This design comes from an exercise in tuning for small area on the open sky130 flow, not from production work.

birch:
==> flow/design.v <==
package nn_pkg;
  localparam int PREC = 18;
  typedef logic signed [PREC-1:0] act_t;
  localparam int NUM_CLASSES = 10;
  localparam int NUM_LEDS    = 8;
  typedef logic [3:0]  neuron_id_t;
  typedef logic [16:0] img_id_t;
  typedef logic [16:0] count_t;
  typedef logic [9:0]  epoch_t;
  typedef enum logic [1:0] {
    ST_IDLE    = 2'd0,
    ST_COLLECT = 2'd1,
    ST_RANK    = 2'd2,
    ST_REPORT  = 2'd3
  } layer_state_e;
endpackage
module argmax_tree (
  input  logic [nn_pkg::NUM_CLASSES-1:0] cand_i,
  input  logic [nn_pkg::NUM_CLASSES-1:0] key_i,
  output logic                           nany_o
);
  assign nany_o = !(|(cand_i & key_i));
endmodule
module argmax_keep_odd (
  input  logic [nn_pkg::NUM_CLASSES-1:0] cand_i,
  input  logic [nn_pkg::NUM_CLASSES-1:0] key_i,
  input  logic                           nany_i,
  output logic [nn_pkg::NUM_CLASSES-1:0] elim_o
);
  assign elim_o = ~(cand_i & (key_i | {nn_pkg::NUM_CLASSES{nany_i}}));
endmodule
module argmax_any_even (
  input  logic [nn_pkg::NUM_CLASSES-1:0] elim_i,
  input  logic [nn_pkg::NUM_CLASSES-1:0] nkey_i,
  output logic                           nany_o
);
  assign nany_o = &(elim_i | nkey_i);
endmodule
module argmax_keep_even (
  input  logic [nn_pkg::NUM_CLASSES-1:0] elim_i,
  input  logic [nn_pkg::NUM_CLASSES-1:0] nkey_i,
  input  logic                           nany_i,
  output logic [nn_pkg::NUM_CLASSES-1:0] cand_o
);
  assign cand_o = ~(elim_i | (nkey_i & ~{nn_pkg::NUM_CLASSES{nany_i}}));
endmodule
module argmax_top_bit (
  input  logic [nn_pkg::NUM_CLASSES-1:0] key_i,
  output logic                           nany_o,
  output logic [nn_pkg::NUM_CLASSES-1:0] elim_o
);
  assign nany_o = !(|key_i);
  assign elim_o = ~(key_i | {nn_pkg::NUM_CLASSES{nany_o}});
endmodule
module classifier_top #(
  parameter int LANES       = 2,
  parameter int CYCLE_WIDTH = 32
) (
  input  logic                              clk,
  input  logic                              reset,
  input  logic                              start_i,
  input  logic                              img_valid_i,
  input  nn_pkg::img_id_t                   img_id_i,
  input  nn_pkg::neuron_id_t                img_label_i,
  input  logic                              training_mode_i,
  input  logic                              act_valid_i,
  input  nn_pkg::act_t       [LANES-1:0]    act_i,
  input  nn_pkg::neuron_id_t [LANES-1:0]    neuron_id_i,
  output logic                              img_ready_o,
  output logic                              result_valid_o,
  output logic                              correct_o,
  output logic [nn_pkg::NUM_LEDS-1:0]       led_o,
  output nn_pkg::count_t                    num_correct_train_o,
  output nn_pkg::count_t                    num_correct_test_o,
  output nn_pkg::epoch_t                    epoch_o,
  output logic [CYCLE_WIDTH-1:0]            active_cycles_o,
  output logic [CYCLE_WIDTH-1:0]            idle_cycles_o
);
  localparam int N      = nn_pkg::NUM_CLASSES;
  localparam int W      = nn_pkg::PREC;
  localparam int STAGES = 5;
  nn_pkg::layer_state_e state;
  nn_pkg::layer_state_e next_state;
  logic                 accept;
  logic                 collect;
  logic                 busy;
  logic                 complete;
  nn_pkg::neuron_id_t   ctx_label;
  logic                 ctx_training_mode;
  assign accept  = (state == nn_pkg::ST_IDLE) && img_valid_i && start_i;
  assign collect = (state == nn_pkg::ST_COLLECT);
  assign busy    = (state != nn_pkg::ST_IDLE);
  always_comb begin
    case (state)
      nn_pkg::ST_IDLE:    next_state = accept ? nn_pkg::ST_COLLECT : nn_pkg::ST_IDLE;
      nn_pkg::ST_COLLECT: next_state = complete ? nn_pkg::ST_RANK : nn_pkg::ST_COLLECT;
      nn_pkg::ST_RANK:    next_state = result_valid_o ? nn_pkg::ST_REPORT : nn_pkg::ST_RANK;
      nn_pkg::ST_REPORT:  next_state = nn_pkg::ST_IDLE;
      default:            next_state = nn_pkg::ST_IDLE;
    endcase
  end
  always_ff @(posedge clk) begin
    if (reset) begin
      state <= nn_pkg::ST_IDLE;
    end else begin
      state <= next_state;
    end
  end
  always_ff @(posedge clk) begin
    if (accept) begin
      ctx_label         <= img_label_i;
      ctx_training_mode <= training_mode_i;
    end
  end
  assign img_ready_o = !busy;
  nn_pkg::act_t [N-1:0] acts;
  logic                 beat;
  logic [N-1:0]         wr0;
  logic [N-1:0]         wr1;
  logic [N-1:0]         hold;
  assign beat = collect && act_valid_i;
  always_comb begin
    for (int k = 0; k < N; k++) begin
      wr1[k]  = beat && (neuron_id_i[1] == k);
      wr0[k]  = beat && (neuron_id_i[0] == k) && (neuron_id_i[1] != k);
      hold[k] = !(wr0[k] || wr1[k]);
    end
  end
  localparam nn_pkg::act_t FLIP = 18'h35555;
  nn_pkg::act_t [N-1:0] acts_next;
  nn_pkg::act_t         lane0;
  nn_pkg::act_t         lane1;
  assign lane0 = act_i[0] ^ FLIP;
  assign lane1 = act_i[1] ^ FLIP;
  always_comb begin
    for (int k = 0; k < N; k++) begin
      acts_next[k] = ({W{wr1[k]}}  & lane1) |
                     ({W{wr0[k]}}  & lane0) |
                     ({W{hold[k]}} & acts[k]);
    end
  end
  always_ff @(posedge clk) begin
    acts <= acts_next;
  end
  always_ff @(posedge clk) begin
    if (reset) begin
      complete <= 1'b0;
    end else begin
      complete <= beat && (neuron_id_i[1] == nn_pkg::neuron_id_t'(N - 1));
    end
  end
  localparam int HI = 9;    
  logic [N-1:0]      cand_hi;
  logic [N-1:0]      cand_mid;
  logic [N-1:0]      cand_lo;
  logic [HI-1:0]     mkey_hi;
  logic [HI-1:0]     mkey_mid;
  logic [W-HI-1:0]   mkey_lo;
  nn_pkg::act_t      max_v;
  logic              eq0;
  logic              eq1;
  logic [N-1:0]      match_q;
  logic [STAGES-1:0] vld;
  logic              label_hit;
  logic              other_hit;
  logic [N-1:0] ch [W:W-HI];
  logic [W-1:0] nany;
  assign ch[W] = '1;
  for (genvar i = W - 1; i >= 0; i--) begin : g_bit
    logic [N-1:0] bits;
    logic [N-1:0] prev;
    for (genvar k = 0; k < N; k++) begin : g_entry
      assign bits[k] = (i >= W - HI) ? acts_next[k][i] : acts[k][i];
    end
    if (i >= W - HI) begin : g_hi
      assign prev = ch[i+1];
    end else if (i == W - HI - 1) begin : g_first_lo
      assign prev = cand_mid;
    end else begin : g_lo
      assign prev = g_bit[i+1].next;
    end
    logic [N-1:0] next;
    if (i == W - 1) begin : g_top
      argmax_top_bit u_top (.key_i(bits), .nany_o(nany[i]), .elim_o(next));
    end else if (i % 2 == 1) begin : g_odd
      argmax_tree     u_any  (.cand_i(prev), .key_i(bits), .nany_o(nany[i]));
      argmax_keep_odd u_keep (.cand_i(prev), .key_i(bits), .nany_i(nany[i]), .elim_o(next));
    end else begin : g_even
      argmax_any_even  u_any  (.elim_i(prev), .nkey_i(bits), .nany_o(nany[i]));
      argmax_keep_even u_keep (.elim_i(prev), .nkey_i(bits), .nany_i(nany[i]), .cand_o(next));
    end
    if (i >= W - HI) begin : g_hi_out
      assign ch[i] = next;
    end
  end
  assign cand_hi = ch[W-HI];
  assign mkey_hi = ~nany[W-1:W-HI];
  assign mkey_lo = ~nany[W-HI-1:0];
  assign cand_lo = g_bit[0].next;
  always_ff @(posedge clk) begin
    cand_mid <= cand_hi;
    mkey_mid <= mkey_hi;
  end
  assign max_v = {!mkey_mid[HI-1], mkey_mid[HI-2:0], mkey_lo};
  assign eq0   = (act_i[0] == max_v);
  assign eq1   = (act_i[1] == max_v);
  always_ff @(posedge clk) begin
    if (collect || vld[STAGES-1]) begin
      for (int k = 0; k < N; k++) begin
        match_q[k] <= wr1[k] ? eq1 : (wr0[k] ? eq0 : cand_lo[k]);
      end
    end
  end
  always_ff @(posedge clk) begin
    if (reset) begin
      vld <= '0;
    end else begin
      vld <= {vld[STAGES-2:0], complete};
    end
  end
  always_comb begin
    label_hit = 1'b0;
    other_hit = 1'b0;
    for (int k = 0; k < N; k++) begin
      if (k == ctx_label) begin
        label_hit = match_q[k];
      end else begin
        other_hit = other_hit | match_q[k];
      end
    end
  end
  always_ff @(posedge clk) begin
    if (reset) begin
      result_valid_o <= 1'b0;
      correct_o      <= 1'b0;
      led_o          <= '0;
    end else begin
      result_valid_o <= vld[STAGES-1];
      if (vld[STAGES-1]) begin
        correct_o <= label_hit && !other_hit;
        led_o     <= match_q[nn_pkg::NUM_LEDS-1:0];
      end
    end
  end
  logic        prev_nz;
  logic        new_epoch;
  logic        id_zero;
  logic        hit;
  logic [10:0] ep_c;
  logic [9:0]  ep_s;
  logic [17:0] tr_c;
  logic [16:0] tr_s;
  logic [17:0] te_c;
  logic [16:0] te_s;
  assign id_zero = (img_id_i == '0);
  assign hit     = result_valid_o && correct_o;
  always_ff @(posedge clk) begin
    if (reset) begin
      prev_nz   <= 1'b0;
      new_epoch <= 1'b0;
    end else begin
      new_epoch <= accept && id_zero && prev_nz;
      if (accept) begin
        prev_nz <= !id_zero;
      end
    end
  end
  always_comb begin
    ep_c[0] = new_epoch;
    for (int i = 0; i < 10; i++) begin
      ep_s[i]   = epoch_o[i] ^ ep_c[i];
      ep_c[i+1] = epoch_o[i] & ep_c[i];
    end
    tr_c[0] = hit && ctx_training_mode;
    te_c[0] = hit && !ctx_training_mode;
    for (int i = 0; i < 17; i++) begin
      tr_s[i]   = num_correct_train_o[i] ^ tr_c[i];
      tr_c[i+1] = num_correct_train_o[i] & tr_c[i];
      te_s[i]   = num_correct_test_o[i] ^ te_c[i];
      te_c[i+1] = num_correct_test_o[i] & te_c[i];
    end
  end
  always_ff @(posedge clk) begin
    if (reset) begin
      epoch_o <= '0;
    end else begin
      epoch_o <= ep_s;
    end
  end
  always_ff @(posedge clk) begin
    if (reset || new_epoch) begin
      num_correct_train_o <= '0;
      num_correct_test_o  <= '0;
    end else begin
      num_correct_train_o <= tr_s;
      num_correct_test_o  <= te_s;
    end
  end
  logic                   clr;
  logic [CYCLE_WIDTH:0]   act_c;
  logic [CYCLE_WIDTH:0]   idl_c;
  logic [CYCLE_WIDTH-1:0] act_s;
  logic [CYCLE_WIDTH-1:0] idl_s;
  assign clr = reset || !start_i;
  always_comb begin
    act_c[0] = busy;
    idl_c[0] = !busy;
    for (int i = 0; i < CYCLE_WIDTH; i++) begin
      act_s[i]   = active_cycles_o[i] ^ act_c[i];
      act_c[i+1] = active_cycles_o[i] & act_c[i];
      idl_s[i]   = idle_cycles_o[i] ^ idl_c[i];
      idl_c[i+1] = idle_cycles_o[i] & idl_c[i];
    end
  end
  always_ff @(posedge clk) begin
    if (clr) begin
      active_cycles_o <= '0;
      idle_cycles_o   <= '0;
    end else begin
      active_cycles_o <= act_s;
      idle_cycles_o   <= idl_s;
    end
  end
endmodule
clock: 10.0 ns
lec_check: 0
abc_area: 1
cap_margin: 40
core_margin: 2
core_utilization: 60
slew_margin: 30
synth_hierarchical: 1
standard.sh (not shown) runs the stock make flow with config.mk's settings and CLKGATE_MAP_FILE= SYNTH_SCRIPT=/design/flow/synth_recipe.tcl, a recipe that flattens the netlist after the stock synthesis.
==> flow/flow/run.sh <==
#!/bin/bash
# Standard layout (standard synthesis, placement, routing) with these changes:
# the port buffers use the smallest buffer cell, and clock tree synthesis
# inserts no dummy loads and clusters up to 8 sinks per leaf buffer.
set -euo pipefail
CTS="-sink_clustering_enable -repair_clock_nets"
CTS="$CTS -buf_list {sky130_fd_sc_hd__clkbuf_4}"
CTS="$CTS -dont_use_dummy_load -sink_clustering_size 8 -sink_clustering_max_diameter 40"
bash standard.sh \
  "BUFFER_PORTS_ARGS=-buffer_cell sky130_fd_sc_hd__buf_1" \
  "CTS_ARGS=$CTS" \
  finish > standard_flow.log 2>&1
> inputs changed (birch -> pine)
--- a/flow/design.v
+++ b/flow/design.v
@@ -149,9 +149,9 @@
       complete <= beat && (neuron_id_i[1] == nn_pkg::neuron_id_t'(N - 1));
     end
   end
-  localparam int HI = 9;    
+  localparam int HI = 10;    
   logic [N-1:0]      cand_hi;
-  logic [N-1:0]      cand_mid;
+  logic [N-1:0]      cand_mid;    
   logic [N-1:0]      cand_lo;
   logic [HI-1:0]     mkey_hi;
   logic [HI-1:0]     mkey_mid;
Notes after the runs:
Comparing pine and birch, utilization is lower on birch.
birch has a lower antenna cell count than pine.
When pine is set beside birch, its fraction of met1 tracks used by global routing turns out to be 2.0 points larger.
Against birch, total CTS buffers in pine fell slightly.
Between birch and pine, the area fraction of clock buffers and clock inverters does not differ in any meaningful way.
Looking at count of clock-buffer cells in the layout, pine sits 1 lower than birch does.
No functional check of the RTL was part of any run of this note.

==> what the ideal ports hide <==
In the flow no input, the clock included, has a driving cell. The finished layouts below were timed again as built, in two steps.
Step 1, drivers: a clkbuf_16 drives clk and a buf_2 each remaining input, both assumed.
Step 2 times the ports against the registers' clock, not the clock port: input delays grow and output delays shrink by t, the midpoint of the rising clock arrivals with the driver on.
Three values: no drivers, after step 1, after step 2; two values: the first two.
run | shift t [ns] | setup slack, ns | worst setup path after step 2 | worst data-port slew with drivers (ns)
birch | 0.709 | 0.902 / 0.902 / 0.417 | input to register | 0.08
pine | 0.742 | 0.634 / 0.631 / -0.112 | input to register | 0.09
With both steps, setup timing fails in pine, where it was met with ideal ports. For pine, which loses most, drivers alone change the setup slack by -0.003 ns; drivers and shift together by -0.746 ns.
